This design comes from an exercise in tuning for small area, a short achievable clock period and few clock cycles per item on the open sky130 flow, not from production work. Only simulation tests tie the RTL to the original design; equivalence was not proved. No activity file was given, so power comes from the tool's default toggle rates.

==> flow/design.v (excerpt) <==
module rational_arithmetic_unit_core (
   input  wire logic         clock,
   input  wire logic         reset,
   input  wire logic         req_tvalid,
   output logic              req_tready,
   input  wire logic [127:0] req_tdata,    
   input  wire logic [2:0]   req_tuser,    
   output logic              rsp_tvalid,
   input  wire logic         rsp_tready,
   output logic [63:0]       rsp_tdata,    
   output logic [1:0]        rsp_tuser     
);
   localparam int SH  = 4;           
   localparam int MW  = 37;          
   typedef enum logic [4:0] {
      A_IDLE = 5'b00001,
      A_PRE  = 5'b00010,    
      A_MUL  = 5'b00100,
      A_FIN  = 5'b01000,    
      A_WAIT = 5'b10000
   } ast_t;
   ast_t ast, ast_n;
   localparam int WS = 40;
   localparam logic [WS-1:0] GN   = WS'(55) << 30;     
   localparam logic [WS-1:0] VN0  = WS'(9) << 30;      
   logic [31:0]   r0, r1, r2, r3;
   logic [WS-1:0] ns, nc;            
   logic          cyn;               
   logic [WS-1:0] hd;                
   logic [2:0]    acnt;
   logic          a_add, a_red, a_div, a_mul, a_neg, a_force, a_zero;
   logic          fl_p, fl_q, fl_d;     
   logic          z_bd, z_bn, z_ad;
   logic [1:0]    a_code;
   logic          rdy;               
   logic          hand;              
   logic [3:0]    bp0, bp1, bq0, bq1, bd0, bd1;
   logic [3:0]    crn;               
   logic [2:0]    crd;               
  ...
For scale: about 7600 cells after synthesis, ~640 flip-flops, ~200 I/O pins.
export LEC_CHECK = 0
export CAP_MARGIN = 20
export CORE_MARGIN = 2
export CORE_UTILIZATION = 40
export SLEW_MARGIN = 20
create_clock -name core_clock -period 13.0 [get_ports {clock}]
run.sh (not shown) runs the stock make flow with config.mk's settings and CLKGATE_MAP_FILE= SYNTH_SCRIPT=/design/flow/synth_recipe.tcl, a recipe that flattens the netlist after the stock synthesis.
Testbench counts at the start, summed over its fixed seeds: cycles 42,966, items 2,400.
Then changed:
--- a/flow/design.v
+++ b/flow/design.v
@@ -84,18 +84,19 @@
    logic          a_add, a_red, a_div, a_mul, a_neg, a_force, a_zero;
    logic          fl_p, fl_q, fl_d;     
    logic          z_bd, z_bn, z_ad;
    logic [1:0]    a_code;
    logic          rdy;               
    logic          hand;              
    logic [3:0]    bp0, bp1, bq0, bq1, bd0, bd1;
    logic [3:0]    crn;               
    logic [2:0]    crd;               
+   logic          pv1, pv2;          
    function automatic logic [3:0] booth(input logic [2:0] b, input logic flip);
       logic one, two, neg;
       one   = b[1] ^ b[0];
       two   = (b[2] & ~b[1] & ~b[0]) | (~b[2] & b[1] & b[0]);
       neg   = b[2] ^ flip;
       booth = {two & neg, one & neg, two & ~neg, one & ~neg};
    endfunction
    function automatic logic [3:0] corr_n(input logic [3:0] p0, input logic [3:0] p1,
                                          input logic [3:0] q0, input logic [3:0] q1);
@@ -133,18 +134,25 @@
       s_d   = r3[31] ^ (a_add ? r1[31] : r2[31]);      
    end
    function automatic logic [2*WS-1:0] csa(input logic [WS-1:0] a, input logic [WS-1:0] b,
                                            input logic [WS-1:0] c);
       csa = {a ^ b ^ c, ((a & b) | (a & c) | (b & c)) << 1};
    endfunction
    logic [WS-1:0] ns_, nc_, ds_, dc_, tn, td;
    logic [4:0]    ln;               
    always_comb begin
+      bp0 = booth({r1[1:0], pv1}, fl_p);
+      bp1 = booth(r1[3:1], fl_p);
+      bq0 = a_add ? booth({r2[1:0], pv2}, fl_q) : 4'd0;
+      bq1 = a_add ? booth(r2[3:1], fl_q) : 4'd0;
+      crn = corr_n(bp0, bp1, bq0, bq1);
+   end
+   always_comb begin
       logic [WS-1:0] p0, p1, q0, q1, kk, a1, b1, a2, b2, a3, b3, a4, b4, e0, e1, ke, f1, g1;
       p0 = row(bp0, r0);
       p1 = (row(bp1, r0) << 2) | WS'(cyn);
       q0 = row(bq0, r3);
       q1 = row(bq1, r3) << 2;
       kk = GN | WS'(crn);
       {a1, b1} = csa(ns, nc, kk);
       {a2, b2} = csa(p0, p1, q0);
       {a3, b3} = csa(a1, b1, a2);
@@ -241,52 +249,46 @@
       rsp_load = 1'b0;
       case (ast)
          A_MUL: begin
             ns   <= ns_ >> 4;
             nc   <= nc_ >> 4;
             cyn  <= ln[4];
             r1   <= {ln[3:0], r1[31:4]};
             hd   <= {{4{td[WS-1]}}, td[WS-1:4]};
             r2   <= {td[3:0], r2[31:4]};
+            pv1  <= r1[3];
+            pv2  <= r2[3];
             begin
-               logic [3:0] p0, p1, q0, q1, e0, e1;
-               p0 = booth(r1[5:3], fl_p);
-               p1 = booth(r1[7:5], fl_p);
-               q0 = a_add ? booth(r2[5:3], fl_q) : 4'd0;
-               q1 = a_add ? booth(r2[7:5], fl_q) : 4'd0;
+               logic [3:0] e0, e1;
                e0 = booth(a_add ? r1[5:3] : r2[5:3], fl_d);
                e1 = booth(a_add ? r1[7:5] : r2[7:5], fl_d);
-               bp0 <= p0; bp1 <= p1; bq0 <= q0; bq1 <= q1; bd0 <= e0; bd1 <= e1;
-               crn <= corr_n(p0, p1, q0, q1);
+               bd0 <= e0; bd1 <= e1;
                crd <= {e1[2] | e1[3], 1'b0, e0[2] | e0[3]};
             end
             acnt <= acnt + 3'd1;
             if (acnt == 3'd0) begin
                z_bd <= ((a_mul ? r2 : r1) == 32'd0);
                z_bn <= ((a_mul ? r1 : r2) == 32'd0);
             end
             if (acnt == 3'd7) ast_n = A_FIN;
          end
          A_FIN: begin
             ns <= tn;
             ast_n = A_WAIT;
          end
          A_PRE: begin
+            pv1   <= 1'b0;
+            pv2   <= 1'b0;
             begin
-               logic [3:0] p0, p1, q0, q1, e0, e1;
-               p0 = booth({r1[1:0], 1'b0}, s_p);
-               p1 = booth(r1[3:1], s_p);
-               q0 = a_add ? booth({r2[1:0], 1'b0}, s_p ^ a_sub) : 4'd0;
-               q1 = a_add ? booth(r2[3:1], s_p ^ a_sub) : 4'd0;
+               logic [3:0] e0, e1;
                e0 = booth(a_add ? {r1[1:0], 1'b0} : {r2[1:0], 1'b0}, s_d);
                e1 = booth(a_add ? r1[3:1] : r2[3:1], s_d);
-               bp0 <= p0; bp1 <= p1; bq0 <= q0; bq1 <= q1; bd0 <= e0; bd1 <= e1;
-               crn <= corr_n(p0, p1, q0, q1);
+               bd0 <= e0; bd1 <= e1;
                crd <= {e1[2] | e1[3], 1'b0, e0[2] | e0[3]};
             end
             fl_p  <= s_p;
             fl_q  <= s_p ^ a_sub;    
             fl_d  <= s_d;
             a_neg <= s_p ^ s_d;
             ns    <= VN0;
             nc    <= '0;
             cyn   <= 1'b0;
@@ -305,36 +307,36 @@
          a_add <= (mode[2:1] == 2'b00);
          a_sub <= (mode == 3'd1);
          a_red <= mode[2];
          a_div <= (mode == 3'd3);
          a_mul <= (mode == 3'd2);
          if (req_tvalid) ast_n = A_PRE;
       end
       case (bst)
          B_GCD: begin
+            if (x[0]) begin
+               m1 <= shl((y[0] && xgey) ? m0 : m1, y[0] ? kd : ky);
+               m3 <= shl((y[0] && xgey) ? m2 : m3, y[0] ? kd : ky);
+            end
             if (x[0] && y[0]) begin
                x  <= xgey ? y : x;
                y  <= xgey ? shr(dxy, kd) : shr(dyx, kd);
                m0 <= s0;
                m2 <= s1;
-               m1 <= xgey ? shl(m0, kd) : shl(m1, kd);
-               m3 <= xgey ? shl(m2, kd) : shl(m3, kd);
             end else if (!x[0] && !y[0]) begin
                x <= shr(x, kx);
                y <= shr(y, ky);
             end else if (!x[0]) begin
                x  <= shr(x, kx);
                m0 <= shl(m0, kx);
                m2 <= shl(m2, kx);
             end else begin
                y  <= shr(y, ky);
-               m1 <= shl(m1, ky);
-               m3 <= shl(m3, ky);
             end
             if (mbig || (x[0] && y[0] && xeq)) begin
                if (fast_fin) begin
                   rsp_load = 1'b1;
                   bst_n    = B_IDLE;
                end else begin
                   bst_n    = B_DONE;
                end
             end
After rerunning: Area after synthesis came out lower by 8.4%. Sequential power stays flat. Wire length came out lower by 12%. Via count came out lower by 7.9%. Maximum frequency came out lower by 14%. Worst hold slack loses 0.053 ns. Setup slack loses 1.0 ns. Die area came out lower by 8.3%. Utilization came out higher by 0.55 points.
Testbench counts after the change, summed over its fixed seeds: cycles 42,966, items 2,400.

==> what the ideal ports hide <==
The results above use ideal ports. As a check the final layouts listed here were re-extracted and re-timed, cells and wires unchanged. Step 1 sets driving cells, clkbuf_16 on the clock port and buf_2 on the other inputs (assumed; they add their load-dependent delay and slew). Step 2 moves the port delays by t, midway between the first and last clock arrival at a register: inputs arrive t later, outputs are due t later. That takes back most of the time a late clock gives input paths. Three values: ideal, step 1, step 2; two values: the first two.
run	t (ns)	setup WS [ns]	worst setup path after step 2	clock arrival spread, ns	slew at the worst register clock pin (ns)
the first run	0.792	6.829 / 6.829 / 6.829	register to register	0.055 / 0.056	0.06 / 0.06
the second run	0.778	5.830 / 5.830 / 5.830	register to register	0.046 / 0.045	0.07 / 0.07
After both steps every run listed still meets setup and hold.
